What follows belongs to an exercise in optimizing a design on an open flow for small area, a short achievable clock period and few clock cycles per item; a production flow would make more cautious choices.
Only simulation tests tie the RTL to the original design; equivalence was not proved.

==> inputs of v6 <==
==> flow/design.v <==
package alg_pkg;
  localparam int DATA_WIDTH  = 11;
  localparam int CTR_WIDTH   = 16;
  localparam int N_SHORT     = 16;
  localparam int N_LONG      = 32;
  localparam int DATA_OFFSET = 1024;
  function automatic integer sum_width(input integer data_w, input integer n);
    sum_width = data_w + $clog2(n);
  endfunction
  localparam int SUM_S_W = sum_width(DATA_WIDTH, N_SHORT);
  localparam int SUM_L_W = sum_width(DATA_WIDTH, N_LONG);
  localparam int MA_W    = DATA_WIDTH;
endpackage
module ma_window #(
  parameter int N = 32,
  parameter int M = 16,
  parameter int W = 11
) (
  input  logic         clk,
  input  logic         shift_en,
  input  logic [W-1:0] x,
  output logic [W-1:0] tap_m,
  output logic [W-1:0] tap_n
);
  logic [N-1:0][W-1:0] win_q;
  always_ff @(posedge clk) begin
    if (shift_en) win_q <= {win_q[N-2:0], x};
  end
  assign tap_m = win_q[M-1];
  assign tap_n = win_q[N-1];
endmodule
module ma_crossover_detector #(
  parameter int DATA_W = alg_pkg::DATA_WIDTH,
  parameter int CTR_W  = alg_pkg::CTR_WIDTH,
  parameter int N_S    = alg_pkg::N_SHORT,
  parameter int N_L    = alg_pkg::N_LONG,
  parameter int OFFSET = alg_pkg::DATA_OFFSET
) (
  input  logic              clk,
  input  logic              rst,
  input  logic              clr,
  input  logic              in_valid,
  output logic              in_ready,
  input  logic [DATA_W-1:0] in_data,
  output logic              ma_valid,
  output logic [DATA_W-1:0] ma_short,
  output logic [DATA_W-1:0] ma_long,
  output logic              ev_valid,
  input  logic              ev_ready,
  output logic              ev_rise,
  output logic [CTR_W-1:0]  ev_index
);
  localparam int SSW = alg_pkg::sum_width(DATA_W, N_S);   
  localparam int SLW = alg_pkg::sum_width(DATA_W, N_L);   
  localparam int LS  = $clog2(N_S);
  localparam int LL  = $clog2(N_L);
  localparam int FQ  = 3;                                  
  function automatic logic [DATA_W-1:0] rectify(input logic [DATA_W-1:0] s);
    logic signed [DATA_W:0] d;
    d = $signed({1'b0, s}) - $signed((DATA_W + 1)'(OFFSET));
    rectify = d[DATA_W] ? DATA_W'(-d) : d[DATA_W-1:0];
  endfunction
  logic              ok_q;           
  logic              accept;
  logic [DATA_W-1:0] x0_q;
  logic              v1_q;
  assign in_ready = !rst && !clr && ok_q;
  assign accept   = in_valid && in_ready;
  always_ff @(posedge clk) x0_q <= rectify(in_data);
  logic [DATA_W-1:0] tap_s, tap_l;
  logic [5:0]        fill_q;         
  logic [SSW-1:0]    s16_q;
  logic [SLW-1:0]    s32_q;
  logic              v2_q;
  logic [DATA_W-1:0] old_s, old_l;
  logic [SSW-1:0]    base_s;
  logic [SLW-1:0]    base_l;
  ma_window #(.N(N_L), .M(N_S), .W(DATA_W)) u_hist (
    .clk      (clk),
    .shift_en (v1_q),
    .x        (x0_q),
    .tap_m    (tap_s),
    .tap_n    (tap_l)
  );
  assign old_s  = (fill_q < 6'(N_S)) ? '0 : tap_s;
  assign old_l  = (fill_q < 6'(N_L)) ? '0 : tap_l;
  assign base_s = (fill_q == '0) ? '0 : s16_q;
  assign base_l = (fill_q == '0) ? '0 : s32_q;
  always_ff @(posedge clk) begin
    if (v1_q) begin
      s16_q <= base_s + SSW'(x0_q) - SSW'(old_s);
      s32_q <= base_l + SLW'(x0_q) - SLW'(old_l);
    end
  end
  assign ma_valid = v2_q;
  assign ma_short = DATA_W'(s16_q >> LS);
  assign ma_long  = DATA_W'(s32_q >> LL);
  logic gt, prev_q, item_evt;
  assign gt       = (ma_short > ma_long);
  assign item_evt = (fill_q == 6'(N_L + 1)) && (gt != prev_q);
  logic [FQ-1:0][1:0] fq_evt_q;    
  logic [1:0]       fq_cnt_q;
  logic             ev_valid_q, ev_rise_q;
  logic [CTR_W-1:0] eidx_q;           
  logic             er_free, has_head, pop;
  logic [1:0]       head;
  logic [1:0]       fq_cnt_d;
  logic [FQ-1:0][1:0] fq_evt_d;
  logic             ev_valid_d;
  logic [2:0]       out_d;
  logic             ok_d;
  assign er_free  = !ev_valid_q || ev_ready;
  assign has_head = (fq_cnt_q != '0) || v2_q;
  assign head     = (fq_cnt_q != '0) ? fq_evt_q[0] : {item_evt, gt};
  assign pop      = er_free && has_head;
  always_comb begin
    fq_evt_d = fq_evt_q;
    fq_cnt_d = fq_cnt_q;
    if (pop && fq_cnt_q != '0) begin
      for (int i = 0; i < FQ - 1; i++) fq_evt_d[i] = fq_evt_q[i+1];
      fq_cnt_d = fq_cnt_q - 2'd1;
    end
    if (v2_q && !(pop && fq_cnt_q == '0)) begin
      fq_evt_d[fq_cnt_d] = {item_evt, gt};
      fq_cnt_d = fq_cnt_d + 2'd1;
    end
    ev_valid_d = pop ? head[1] : (ev_valid_q && !ev_ready);
    out_d = 3'(fq_cnt_d) + 3'(accept) + 3'(v1_q);
    ok_d = (out_d + 3'd1 - 3'(!ev_valid_d && (fq_cnt_d != '0 || v1_q))) <= 3'(FQ);
  end
  always_ff @(posedge clk or posedge rst) begin
    if (rst) begin
      ok_q       <= 1'b1;
      v1_q       <= 1'b0;
      v2_q       <= 1'b0;
      fill_q     <= '0;
      prev_q     <= 1'b0;
      fq_cnt_q   <= '0;
      ev_valid_q <= 1'b0;
      eidx_q     <= '1;
    end else if (clr) begin
      ok_q       <= 1'b1;
      v1_q       <= 1'b0;
      v2_q       <= 1'b0;
      fill_q     <= '0;
      prev_q     <= 1'b0;
      fq_cnt_q   <= '0;
      ev_valid_q <= 1'b0;
      eidx_q     <= '1;
    end else begin
      ok_q       <= ok_d;
      v1_q       <= accept;
      v2_q       <= v1_q;
      if (v1_q && fill_q != 6'(N_L + 1)) fill_q <= fill_q + 6'd1;
      if (v2_q && fill_q == 6'(N_L)) prev_q <= gt;
      else if (v2_q && item_evt) prev_q <= gt;
      fq_cnt_q   <= fq_cnt_d;
      ev_valid_q <= ev_valid_d;
      if (pop) eidx_q <= eidx_q + CTR_W'(1);
    end
  end
  always_ff @(posedge clk) begin
    fq_evt_q <= fq_evt_d;
    if (pop) ev_rise_q <= head[0];
  end
  assign ev_valid = ev_valid_q;
  assign ev_rise  = ev_rise_q;
  assign ev_index = eidx_q;
endmodule
==> flow/run.sh <==
#!/bin/bash
# synth_recipe.tcl (not shown) runs the flow's synth.tcl, then flattens the netlist and writes it again
# the make line also repeats each setting of config.mk as NAME=value (left out here)
make -C /OpenROAD-flow-scripts/flow DESIGN_CONFIG=/design/flow/config.mk WORK_HOME=/design/flow/orfs CLKGATE_MAP_FILE= SYNTH_SCRIPT=/design/flow/synth_recipe.tcl finish
==> flow/config.mk <==
export PLATFORM = sky130hd
export DESIGN_NAME = ma_crossover_detector
export DESIGN_NICKNAME = ma_crossover_detector
export VERILOG_FILES = /design/flow/design.v
export SDC_FILE = /design/flow/constraint.sdc
export NUM_CORES = 4
export LEC_CHECK = 0
export CAP_MARGIN = 20
export CORE_MARGIN = 2
export CORE_UTILIZATION = 40
export SLEW_MARGIN = 20
==> flow/constraint.sdc <==
create_clock -name core_clock -period 7.0 [get_ports {clk}]
set_input_delay 1.4000 -clock core_clock [delete_from_list [all_inputs] [get_ports {clk}]]
set_output_delay 1.4000 -clock core_clock [all_outputs]
set_load 0.01 [all_outputs]
==> v20 (differences from v6) <==
==> flow/design.v, changed modules only <==
module ma_crossover_detector #(
  parameter int DATA_W = alg_pkg::DATA_WIDTH,
  parameter int CTR_W  = alg_pkg::CTR_WIDTH,
  parameter int N_S    = alg_pkg::N_SHORT,
  parameter int N_L    = alg_pkg::N_LONG,
  parameter int OFFSET = alg_pkg::DATA_OFFSET
) (
  input  logic              clk,
  input  logic              rst,
  input  logic              clr,
  input  logic              in_valid,
  output logic              in_ready,
  input  logic [DATA_W-1:0] in_data,
  output logic              ma_valid,
  output logic [DATA_W-1:0] ma_short,
  output logic [DATA_W-1:0] ma_long,
  output logic              ev_valid,
  input  logic              ev_ready,
  output logic              ev_rise,
  output logic [CTR_W-1:0]  ev_index
);
  localparam int SSW = alg_pkg::sum_width(DATA_W, N_S);   
  localparam int SLW = alg_pkg::sum_width(DATA_W, N_L);   
  localparam int LS  = $clog2(N_S);
  localparam int LL  = $clog2(N_L);
  localparam int FW  = LL + 1;                             
  localparam int FQ  = 3;                                  
  logic              ok_q;           
  logic              accept;
  logic [DATA_W-1:0] x0_q;
  logic              v1_q;
  assign in_ready = !rst && !clr && ok_q;
  assign accept   = in_valid && in_ready;
  always_ff @(posedge clk)
    x0_q <= accept ? {!in_data[DATA_W-1],
                      in_data[DATA_W-1] ? in_data[DATA_W-2:0] : ~in_data[DATA_W-2:0]} : '0;
  logic [DATA_W-1:0] tap_s, tap_l;
  logic [FW-1:0]     fill_q;         
  logic [FW-1:0]     fill_d;
  logic              nz_q;           
  logic              ms_q, ml_q;     
  logic [SSW-1:0]    s16_q;
  logic [SLW-1:0]    s32_q;
  logic              v2_q;
  logic [DATA_W-1:0] old_s, old_l;
  logic [SSW-1:0]    base_s;
  logic [SLW-1:0]    base_l;
  ma_window #(.N(N_L), .M(N_S), .W(DATA_W)) u_hist (
    .clk      (clk),
    .shift_en (v1_q),
    .x        (x0_q),
    .tap_m    (tap_s),
    .tap_n    (tap_l)
  );
  assign fill_d = (v1_q && !fill_q[FW-1]) ? fill_q + FW'(1) : fill_q;
  assign old_s  = ms_q ? tap_s : '0;
  assign old_l  = ml_q ? tap_l : '0;
  assign base_s = nz_q ? s16_q : '0;
  assign base_l = nz_q ? s32_q : '0;
  always_ff @(posedge clk) begin
    s16_q <= SSW'(base_s + SSW'(x0_q[DATA_W-2:0]) + {{(SSW-DATA_W+1){1'b1}}, ~old_s[DATA_W-2:0]}
                  + SSW'(x0_q[DATA_W-1]) + SSW'(!old_s[DATA_W-1]));
    s32_q <= SLW'(base_l + SLW'(x0_q[DATA_W-2:0]) + {{(SLW-DATA_W+1){1'b1}}, ~old_l[DATA_W-2:0]}
                  + SLW'(x0_q[DATA_W-1]) + SLW'(!old_l[DATA_W-1]));
  end
  assign ma_valid = v2_q;
  assign ma_short = DATA_W'(s16_q >> LS);
  assign ma_long  = DATA_W'(s32_q >> LL);
  logic gt, prev_q, run_q, item_evt;
  assign gt       = (ma_short > ma_long);
  assign item_evt = run_q && (gt != prev_q);
  logic [FQ-1:0][1:0] fq_evt_q;       
  logic [1:0]         fq_cnt_q;
  logic               ev_valid_q, ev_rise_q;
  logic [CTR_W-1:0]   eidx_q;         
  logic               er_free, has_head, pop;
  logic [1:0]         head;
  logic [1:0]         fq_cnt_d;
  logic [FQ-1:0][1:0] fq_evt_d;
  logic               ev_valid_d;
  logic               ok_d;
  assign er_free  = !ev_valid_q || ev_ready;
  assign has_head = (fq_cnt_q != '0) || v2_q;
  assign head     = (fq_cnt_q != '0) ? fq_evt_q[0] : {item_evt, gt};
  assign pop      = er_free && has_head;
  always_comb begin
    fq_evt_d = fq_evt_q;
    fq_cnt_d = fq_cnt_q;
    if (pop && fq_cnt_q != '0) begin
      for (int i = 0; i < FQ - 1; i++) fq_evt_d[i] = fq_evt_q[i+1];
      fq_cnt_d = fq_cnt_q - 2'd1;
    end
    if (v2_q && !(pop && fq_cnt_q == '0)) begin
      fq_evt_d[fq_cnt_d] = {item_evt, gt};
      fq_cnt_d = fq_cnt_d + 2'd1;
    end
    ev_valid_d = pop ? head[1] : (ev_valid_q && !ev_ready);
    ok_d = (3'(fq_cnt_d) + 3'(accept) + 3'(v1_q)) < 3'(FQ);
  end
  always_ff @(posedge clk or posedge rst) begin
    if (rst) begin
      ok_q       <= 1'b1;
      v1_q       <= 1'b0;
      v2_q       <= 1'b0;
      fill_q     <= '0;
      nz_q       <= 1'b0;
      ms_q       <= 1'b0;
      ml_q       <= 1'b0;
      run_q      <= 1'b0;
      prev_q     <= 1'b0;
      fq_cnt_q   <= '0;
      ev_valid_q <= 1'b0;
      eidx_q     <= '1;
    end else if (clr) begin
      ok_q       <= 1'b1;
      v1_q       <= 1'b0;
      v2_q       <= 1'b0;
      fill_q     <= '0;
      nz_q       <= 1'b0;
      ms_q       <= 1'b0;
      ml_q       <= 1'b0;
      run_q      <= 1'b0;
      prev_q     <= 1'b0;
      fq_cnt_q   <= '0;
      ev_valid_q <= 1'b0;
      eidx_q     <= '1;
    end else begin
      ok_q       <= ok_d;
      v1_q       <= accept;
      v2_q       <= v1_q;
      fill_q     <= fill_d;
      ms_q       <= accept && (fill_d[FW-1] || fill_d[FW-2]);
      ml_q       <= accept && fill_d[FW-1];
      if (v1_q) nz_q <= 1'b1;
      if (v2_q && fill_q[FW-1] && !run_q) begin
        run_q  <= 1'b1;
        prev_q <= gt;
      end else if (v2_q && item_evt) prev_q <= gt;
      fq_cnt_q   <= fq_cnt_d;
      ev_valid_q <= ev_valid_d;
      if (pop) eidx_q <= eidx_q + CTR_W'(1);
    end
  end
  always_ff @(posedge clk) begin
    fq_evt_q <= fq_evt_d;
    if (pop) ev_rise_q <= head[0];
  end
  assign ev_valid = ev_valid_q;
  assign ev_rise  = ev_rise_q;
  assign ev_index = eidx_q;
endmodule
Settings changed: CORE_UTILIZATION 40 to 65, CTS_CLUSTER_DIAMETER set to 100, CTS_CLUSTER_SIZE set to 30, SETUP_SLACK_MARGIN set to 3.8.
==> reports/qor.yml <==
outcome:
  run_status: "no timing/DRC/antenna violations"
synthesis:
  synth-compound-area-share: 0.0395
  postSynthCellCount: 941
die:
  initial_utilization: 0.662
setup_path:
  worst_ep_arrival_time_ns: 1.84
  internal_reg_to_reg_setup_slack_ns: 3.86
finish:
  multi_input_area_um2: 3460
  post_layout_nonfiller_instances: 1340
  design.final.nets: 1091
  share_of_the_final_layout_cell_area_in_multi_input_gates: 0.195
power_and_ir_drop:
  p_leak_nw: 6.23
global_route:
  grt_util_met1: 0.291
(the above is from v20)
==> reports/qor.yml <==
outcome:
  run_status: "no timing/DRC/antenna violations"
die:
  initial_utilization: 0.407
finish:
  share_of_the_final_layout_cell_area_in_multi_input_gates: 0.180
  multi_input_area_um2: 3440
  post_layout_nonfiller_instances: 1632
  design.final.nets: 1160
global_route:
  grt_util_met1: 0.165
power_and_ir_drop:
  p_leak_nw: 6.78
synthesis:
  postSynthCellCount: 996
(the above is from v6)
Testbench counts of v6, summed over its fixed seeds: cycles 24,016, samples 24,000.
Testbench counts of v20, summed over its fixed seeds: cycles 24,016, samples 24,000.

## separate check: timing with driven ports
The results above use ideal ports. As a check the final layouts listed here were re-extracted and re-timed, cells and wires unchanged. Step 1 (the two cells are an assumption about what drives the block):
set clk [get_ports {clk}]
set_driving_cell -lib_cell sky130_fd_sc_hd__clkbuf_16 $clk
set_driving_cell -lib_cell sky130_fd_sc_hd__buf_2 [delete_from_list [all_inputs] $clk]
Step 2 adds t to the input delays and takes it off the output delays; t is the mean of the earliest and latest rising clock arrival at the registers after step 1. Input paths then give back, and output paths get back, about the clock's delay inside the block. Three values: ideal ports, drivers, drivers and shift; two values: the first two.
| run | t, ns | slack for setup (ns) | hold slack, ns | latest minus earliest clock arrival (ns) | worst register clock-pin slew, ns |
|---|---|---|---|---|---|
| v6 | 0.581 | 2.301 / 2.278 / 2.044 | 0.410 / 0.410 / 0.410 | 0.020 / 0.020 | 0.07 / 0.07 |
| v20 | 0.567 | 3.761 / 3.684 / 3.294 | 0.413 / 0.413 / 0.413 | 0.031 / 0.031 | 0.11 / 0.11 |
After both steps setup and hold are still met in every run listed. For v20, which loses most, drivers alone change the setup slack by -0.077 ns; drivers and shift together by -0.467 ns.
